This design comes from an exercise in tuning for small area, a short achievable clock period and few clock cycles per item on the open sky130 flow, not from production work. The RTL was checked by simulation tests, not by an equivalence proof against the original design. Power figures rest on the tool's default switching activity, not on a simulated workload.

[design/flow/design.v]
package me_pkg;
    localparam int BLOCK_DIM    = 4;
    localparam int BLOCK_PIX    = BLOCK_DIM * BLOCK_DIM;
    localparam int AREA_DIM     = 8;
    localparam int SEARCH_DIM   = AREA_DIM - BLOCK_DIM + 1;
    localparam int NUM_CAND     = SEARCH_DIM * SEARCH_DIM;
    localparam int SEARCH_RANGE = 2;
    localparam int PIXEL_W = 8;
    localparam int SAD_W   = 12;
    localparam int COORD_W = 3;
    localparam int MV_W    = 3;
    localparam int LINE_LEN = 24;
    typedef logic [PIXEL_W-1:0] pixel_t;
    typedef logic [SAD_W-1:0] sad_t;
    typedef logic [COORD_W-1:0] coord_t;
    typedef logic [BLOCK_PIX*PIXEL_W-1:0] block_flat_t;
    typedef logic [LINE_LEN*PIXEL_W-1:0] line_flat_t;
    typedef logic signed [MV_W-1:0] mv_t;
endpackage
`timescale 1ns/1ns
module block_buffer (
    input  logic                clk,
    input  logic                block_valid,
    input  me_pkg::pixel_t      in_data,
    output me_pkg::block_flat_t block
);
    always_ff @(posedge clk) begin
        if (block_valid) begin
            block <= {in_data, block[me_pkg::BLOCK_PIX*me_pkg::PIXEL_W-1:me_pkg::PIXEL_W]};
        end
    end
endmodule
`timescale 1ns/1ns
module sad_cell #(
    parameter int IN_W  = 12,
    parameter int OUT_W = 12
) (
    input  logic [IN_W-1:0]           acc,
    input  logic [4*me_pkg::PIXEL_W-1:0] a,
    input  logic [4*me_pkg::PIXEL_W-1:0] b,
    output logic [OUT_W-1:0]          sum
);
    localparam int W = me_pkg::PIXEL_W;
    logic [W-1:0] m [4];
    logic [3:0]   s;
    always_comb begin
        for (int k = 0; k < 4; k++) begin
            {s[k], m[k]} = {1'b0, a[k*W +: W]} + {1'b0, ~b[k*W +: W]};
            m[k] = m[k] ^ {W{~s[k]}};
        end
    end
    assign sum = OUT_W'(acc) + OUT_W'(m[0]) + OUT_W'(m[1]) + OUT_W'(m[2]) + OUT_W'(m[3])
               + OUT_W'(s[0]) + OUT_W'(s[1]) + OUT_W'(s[2]) + OUT_W'(s[3]);
endmodule
`timescale 1ns/1ns
module sad_array (
    input  logic                clk,
    input  logic                rst_n,
    input  logic                block_valid,
    input  logic                area_valid,
    input  me_pkg::pixel_t      in_data,
    input  me_pkg::block_flat_t block,
    output me_pkg::sad_t        sad,
    output logic                sad_valid,
    output me_pkg::coord_t      cand_row,
    output me_pkg::coord_t      cand_col
);
    localparam int W = me_pkg::PIXEL_W;
    me_pkg::coord_t area_row;
    me_pkg::coord_t area_col;
    logic           win_end;
    always_ff @(posedge clk or negedge rst_n) begin
        if (!rst_n) begin
            area_row <= '0;
            area_col <= '0;
        end else if (block_valid) begin
            area_row <= '0;
            area_col <= '0;
        end else if (area_valid) begin
            area_col <= area_col + 1'b1;
            if (area_col == me_pkg::coord_t'(me_pkg::AREA_DIM - 1)) begin
                area_row <= area_row + 1'b1;
            end
        end
    end
    assign win_end = area_valid && (area_row >= me_pkg::coord_t'(me_pkg::BLOCK_DIM - 1)) &&
                     (area_col >= me_pkg::coord_t'(me_pkg::BLOCK_DIM - 1));
    always_ff @(posedge clk or negedge rst_n) begin
        if (!rst_n) begin
            sad_valid <= 1'b0;
        end else begin
            sad_valid <= win_end;
        end
    end
    assign cand_col = area_col ^ 3'b100;
    assign cand_row = (area_col == '0) ? area_row - 3'd4 : area_row - 3'd3;
    me_pkg::line_flat_t line;
    always_ff @(posedge clk) begin
        if (area_valid) begin
            line <= {line[(me_pkg::LINE_LEN-1)*W-1:0], in_data};
        end
    end
    function automatic logic [4*W-1:0] taps(input int first);
        for (int k = 0; k < 4; k++) begin
            taps[k*W +: W] = line[(first-k)*W +: W];
        end
    endfunction
    logic [9:0]  part0, part0_d;
    logic [10:0] part1, part1_d;
    logic [11:0] part2, part2_d;
    me_pkg::sad_t sad_d;
    sad_cell #(.IN_W(1),  .OUT_W(10)) i_row0 (
        .acc (1'b0),
        .a   (taps(23)),
        .b   (block[0*4*W +: 4*W]),
        .sum (part0_d)
    );
    sad_cell #(.IN_W(10), .OUT_W(11)) i_row1 (
        .acc (part0),
        .a   (taps(16)),
        .b   (block[1*4*W +: 4*W]),
        .sum (part1_d)
    );
    sad_cell #(.IN_W(11), .OUT_W(12)) i_row2 (
        .acc (part1),
        .a   (taps(9)),
        .b   (block[2*4*W +: 4*W]),
        .sum (part2_d)
    );
    sad_cell #(.IN_W(12), .OUT_W(12)) i_row3 (
        .acc (part2),
        .a   ({in_data, line[0 +: W], line[W +: W], line[2*W +: W]}),
        .b   (block[3*4*W +: 4*W]),
        .sum (sad_d)
    );
    always_ff @(posedge clk) begin
        if (area_valid) begin
            part0 <= part0_d;
            part1 <= part1_d;
            part2 <= part2_d;
            sad   <= sad_d;
        end
    end
endmodule
`timescale 1ns/1ns
module min_search (
    input  logic           clk,
    input  logic           rst_n,
    input  me_pkg::sad_t   sad,
    input  logic           sad_valid,
    input  me_pkg::coord_t cand_row,
    input  me_pkg::coord_t cand_col,
    output logic           out_valid,
    output me_pkg::mv_t    out_vector
);
    me_pkg::sad_t min_sad;
    me_pkg::mv_t  best_x;
    me_pkg::mv_t  best_y;
    logic         first;
    logic         last;
    logic         less;
    logic         y_cycle;
    assign first = (cand_row == '0) && (cand_col == '0);
    assign last  = sad_valid && (cand_row == 3'd4) && (cand_col == 3'd4);
    assign less  = sad < min_sad;
    always_ff @(posedge clk) begin
        if (sad_valid && (first || less)) begin
            min_sad <= sad;
            best_x  <= me_pkg::mv_t'(cand_col - 3'd2);
            best_y  <= me_pkg::mv_t'(3'd2 - cand_row);
        end
    end
    always_ff @(posedge clk or negedge rst_n) begin
        if (!rst_n) begin
            y_cycle <= 1'b0;
        end else begin
            y_cycle <= last;
        end
    end
    assign out_valid  = last || y_cycle;
    assign out_vector = last    ? (less ? me_pkg::mv_t'(3'sd2) : best_x) :
                        y_cycle ? best_y : '0;
endmodule
`timescale 1ns/1ns
module me_top (
    input  logic           clk,
    input  logic           rst_n,
    input  logic           block_valid,
    input  logic           area_valid,
    input  me_pkg::pixel_t in_data,
    output logic           out_valid,
    output me_pkg::mv_t    out_vector
);
    me_pkg::block_flat_t block;
    me_pkg::sad_t        sad;
    logic                sad_valid;
    me_pkg::coord_t      cand_row;
    me_pkg::coord_t      cand_col;
    block_buffer i_block_buffer (
        .clk         (clk),
        .block_valid (block_valid),
        .in_data     (in_data),
        .block       (block)
    );
    sad_array i_sad_array (
        .clk         (clk),
        .rst_n       (rst_n),
        .block_valid (block_valid),
        .area_valid  (area_valid),
        .in_data     (in_data),
        .block       (block),
        .sad         (sad),
        .sad_valid   (sad_valid),
        .cand_row    (cand_row),
        .cand_col    (cand_col)
    );
    min_search i_min_search (
        .clk        (clk),
        .rst_n      (rst_n),
        .sad        (sad),
        .sad_valid  (sad_valid),
        .cand_row   (cand_row),
        .cand_col   (cand_col),
        .out_valid  (out_valid),
        .out_vector (out_vector)
    );
endmodule
[design/flow/run.sh]
#!/bin/bash
# synth_recipe.tcl (not shown) runs the flow's synth.tcl, then flattens the netlist and writes it again
# the make line also repeats each setting of config.mk as NAME=value (left out here)
make -C /OpenROAD-flow-scripts/flow DESIGN_CONFIG=/design/flow/config.mk WORK_HOME=/design/flow/orfs CLKGATE_MAP_FILE= SYNTH_SCRIPT=/design/flow/synth_recipe.tcl finish
[design/flow/config.mk]
export PLATFORM = sky130hd
export DESIGN_NAME = me_top
export DESIGN_NICKNAME = me_top
export VERILOG_FILES = /design/flow/design.v
export SDC_FILE = /design/flow/constraint.sdc
export NUM_CORES = 4
export LEC_CHECK = 0
export CAP_MARGIN = 20
export CORE_MARGIN = 2
export CORE_UTILIZATION = 40
export SLEW_MARGIN = 20
[design/flow/constraint.sdc]
create_clock -name core_clock -period 7.0 [get_ports {clk}]
set_input_delay 1.4000 -clock core_clock [delete_from_list [all_inputs] [get_ports {clk}]]
set_output_delay 1.4000 -clock core_clock [all_outputs]
set_load 0.01 [all_outputs]
==> impl_metrics.py <==
metrics = {
    "worst_setup_path": {
        "critPathMaxFanout": 7,
        "crit_family": "adder cells",
        "path_buf_inv": 2,
        "worst_ep_required_time_ns": 7.32,
        "cpMaxStageDelayCell": "fa_1",
        "crit_chain": "ha_1 -> fa_1 -> a21oi_1 -> o211ai_1 -> nor4_1 -> o21bai_1 -> xor2_1 -> fa_1 -> fa_1 -> inv_1 -> fa_1 -> inv_1 -> fa_1 -> a21oi_2 -> o211ai_1 -> or4_1 -> a31o_2 -> a21oi_2 -> xnor2_1",
        "cp-end-kind": "flop",
        "arrival_ns": 6.52,
        "cp-start-kind": "flop",
        "critPathKind": "flop to flop",
        "crit_top_cell": "fa_1",
        "cpPeakStageDelay_ns": 0.56,
    },
    "timing": {
        "slew_headroom_pct": 30.9,
        "finalCriticalPeriod_ns": 6.20,
        "worst_slew_pin_slew_ns": 1.04,
        "tns_ns": 0,
        "finalHoldViolations": 0,
        "period_share_pct": 88.6,
        "grt_setup_unrepaired": "no",
        "finClkSkew_ns": 0.0183,
        "drv_slew": 0,
        "fmax_mhz": 161,
        "finalSetupViolations": 0,
        "holdWs_ns": 0.413,
    },
    "power": {
        "p_seq_share_pct": 25.1,
        "p_sw_uw": 5670,
        "power_uw": 14100,
        "p_comb_share_pct": 58.9,
        "power.leakage_uw": 0.0109,
        "vdd_ir_drop_max_v": 0.000491,
        "p_per_area_mw_per_mm2": 536,
        "intPower_uw": 8430,
        "clkPwrFrac_pct": 16.0,
        "p_sw_share_pct": 40.2,
    },
    "placement": {
        "dpl.hpwl_um": 33600,
        "post_dp_cell_area_sq_mm": 0.0249,
        "gp_congestion": 0.832,
        "port_buffers": 15,
    },
    "route": {
        "wl_um": 45300,
        "via_per_inst": 4.95,
        "drtIter0Drc": 709,
        "drt_first_pass_iters": 5,
        "routedWlPerCell_um": 16.1,
        "drc": 0,
        "ant_nets": 0,
        "vias": 13918,
    },
    "synth": {
        "synth_cell_types": 73,
        "synth_seq_cells": 391,
        "async_flop_share_pct": 2.05,
        "ys.warnings.count": 11,
        "synth_area_leaders": "edfxtp_1 48%, ha_1 11%, fa_1 9.4%",
        "syn_avg_cell_area_sq_um": 12.2,
        "synthFlopType": "edfxtp_1",
        "synth_top_area_share_pct": 48.2,
        "synth_nets": 2286,
        "synth_edf_count": 383,
        "ys_seq_area_share_pct": 49.1,
        "post-synth-top-area-cell": "edfxtp_1",
        "netlist_area_sq_mm": 0.0239,
        "syn_inst": 1959,
        "yosysMostFrequentCell": "edfxtp_1",
        "synth.cells.most_frequent": "383 x edfxtp_1, 340 x inv_1, 203 x ha_1",
    },
    "clock_network": {
        "cts_made_buffers": 45,
        "htreeDepth": 2,
        "cts_setup_buffers": 0,
        "root_buffer": "clkbuf_16",
        "clk_latency_ns": 0.57,
        "path_clk_slew_ns": 0.06,
        "holdBufCountCts": 0,
        "cts_tree": "done",
        "clock_sinks": 391,
        "cts_max_path_buffers": 3,
        "ctsResizeCount": 0,
    },
    "hold_path": {
        "hold_path.class": "flop to flop",
    },
    "finish": {
        "fill_cells": 5391,
        "diodes": 0,
        "design_area_sq_mm": 0.0263,
        "areaGrowthSynthToFinish_pct": 10.4,
        "layout-drive-gt1-share_pct": 5.05,
        "final_nets": 2332,
    },
    "die": {
        "std_cell_rows": 89,
        "die_w_um": 248,
        "start_util_pct": 40.4,
        "pin_count": 16,
        "fp.coreArea_sq_mm": 0.0590,
        "dieArea_sq_mm": 0.0616,
        "fp.dieH_um": 248,
    },
    "global_routing": {
        "grt_pass1_wl_um": 74200,
        "grt_usage_pct": 15.2,
        "grt_antenna_before_repair": 0,
        "grt_pass1_vias": 14517,
        "overflow": 0,
        "grt_max_degree": 123,
    },
    "outcome": {
        "status": "timing/DRC/antenna clean",
    },
    "flow_run": {
        "maxCapViolCount": 0,
    },
}
-- worst paths after layout --
path	from	endpoint	slack, ns	cells after the start
min	i_sad_array.line[47]	i_sad_array.line[55]	0.41	0
min in group asynchronous	rst_n	i_sad_array.area_col[1]	1.13	1
max reg2reg	i_sad_array.line[112]	i_sad_array.part1[10]	0.80	19
max	i_sad_array.line[112]	i_sad_array.part1[10]	0.80	19
min reg2reg	i_sad_array.line[47]	i_sad_array.line[55]	0.41	0
max in group asynchronous	rst_n	i_sad_array.area_row[0]	5.58	1
-- layout by cell type, fill, tap and decap left out, types with 16 or more instances in the layout --
cell	n
edfxtp_1	383
inv_1	340
ha_1	203
xnor2_1	154
fa_1	112
nor2_1	107
a21oi_1	95
xor2_1	68
o21ai_0	49
clkbuf_16	47
nand2_1	45
a21o_1	36
nand3_1	34
nor3_1	28
o21bai_1	25
a211oi_1	22
nor2b_1	19
o211ai_1	19
o21a_1	17
mux2i_1	16
nor4_1	16
-- final cells by class --
type,count,area (sq um),area share (%)
clock inverter,20,146,0.556
clock buffer,61,1250,4.74
inverter,340,1280,4.85
multi-input combinational,1204,10800,40.9
sequential,391,11700,44.5
timing repair buffer,23,216,0.822
tap,773,967,3.67
-- through the flow --
| stage | utilization (%) | setup WS [ns] | cells |
|---|---|---|---|
| after floorplan | - | 1.06 | 1959 |
| after global placement | 42.2 | 0.374 | 2731 |
| after detailed placement | 42.2 | 0.306 | 2731 |
| after CTS | 44.6 | 0.729 | 2812 |
| after global routing | 44.6 | 0.377 | 2812 |
| final | 44.6 | 0.799 | 2812 |
-- power by group through the flow --
| stage | clock [uW] | combinational [uW] | sequential (uW) |
|---|---|---|---|
| floorplan | 0 | 6560 | 3530 |
| global placement | 0 | 8260 | 3590 |
| detailed placement | 0 | 8280 | 3590 |
| CTS | 2330 | 8420 | 3550 |
| global route | 2410 | 9490 | 3570 |
| finish | 2260 | 8300 | 3540 |
-- logic make-up (layout without fill, tap and decap cells) --
group / Yosys count / in the layout / synth area share [%]
DFF: 391 / 391 / 49.1
buffers and inverters: 364 / 444 / 5.80
AOI/OAI and AO/OA: 352 / 352 / 9.98
adders and majority gates: 315 / 315 / 20.0
and+or+nand+nor: 298 / 298 / 6.23
xor gates and xnor gates: 222 / 222 / 8.15
muxes: 17 / 17 / 0.734
-- layer usage --
layer  up-vias  track usage (%)  routed length [um]
met5         -                0                   0
met4         0             3.78                 913
met3        63             2.75                1480
met2       157             28.1               23600
met1      6750             18.2               19300
li1       6948                -                   -
-- state kept, by name, summed over array words and instances (netlist names), 10 cells and up --
register	cells
i_block_buffer.block	128
i_min_search.min_sad	12
i_sad_array.line	192
i_sad_array.part0	10
i_sad_array.part1	11
i_sad_array.part2	12
i_sad_array.sad	12
Testbench counts, summed over its fixed seeds: cycles 15,368, jobs 192.

## afterwards: timing with drivers on the ports
Ports are ideal in the flow. The routed layout listed here was re-timed in OpenROAD.
Step 1 sets driving cells, clkbuf_16 on the clock port and buf_2 on the other inputs (assumed; they add their load-dependent delay and slew).
Step 2, shift: input delay + t, output delay - t, t = (earliest + latest rising clock arrival at the registers) / 2. This alone moves slack from input paths to output paths.
a / b / c = no drivers / after step 1 / after step 2; a / b = the first two.
shift t [ns]: 0.626
slack for setup (ns): 0.799 / 0.799 / 0.286
worst setup path after step 2: input to register
latest minus earliest clock arrival (ns): 0.024 / 0.024
worst data-port slew with drivers (ns): 0.05
After both steps setup and hold are still met in this run. For this run, drivers alone change the setup slack by 0.000 ns; drivers and shift together by -0.513 ns.
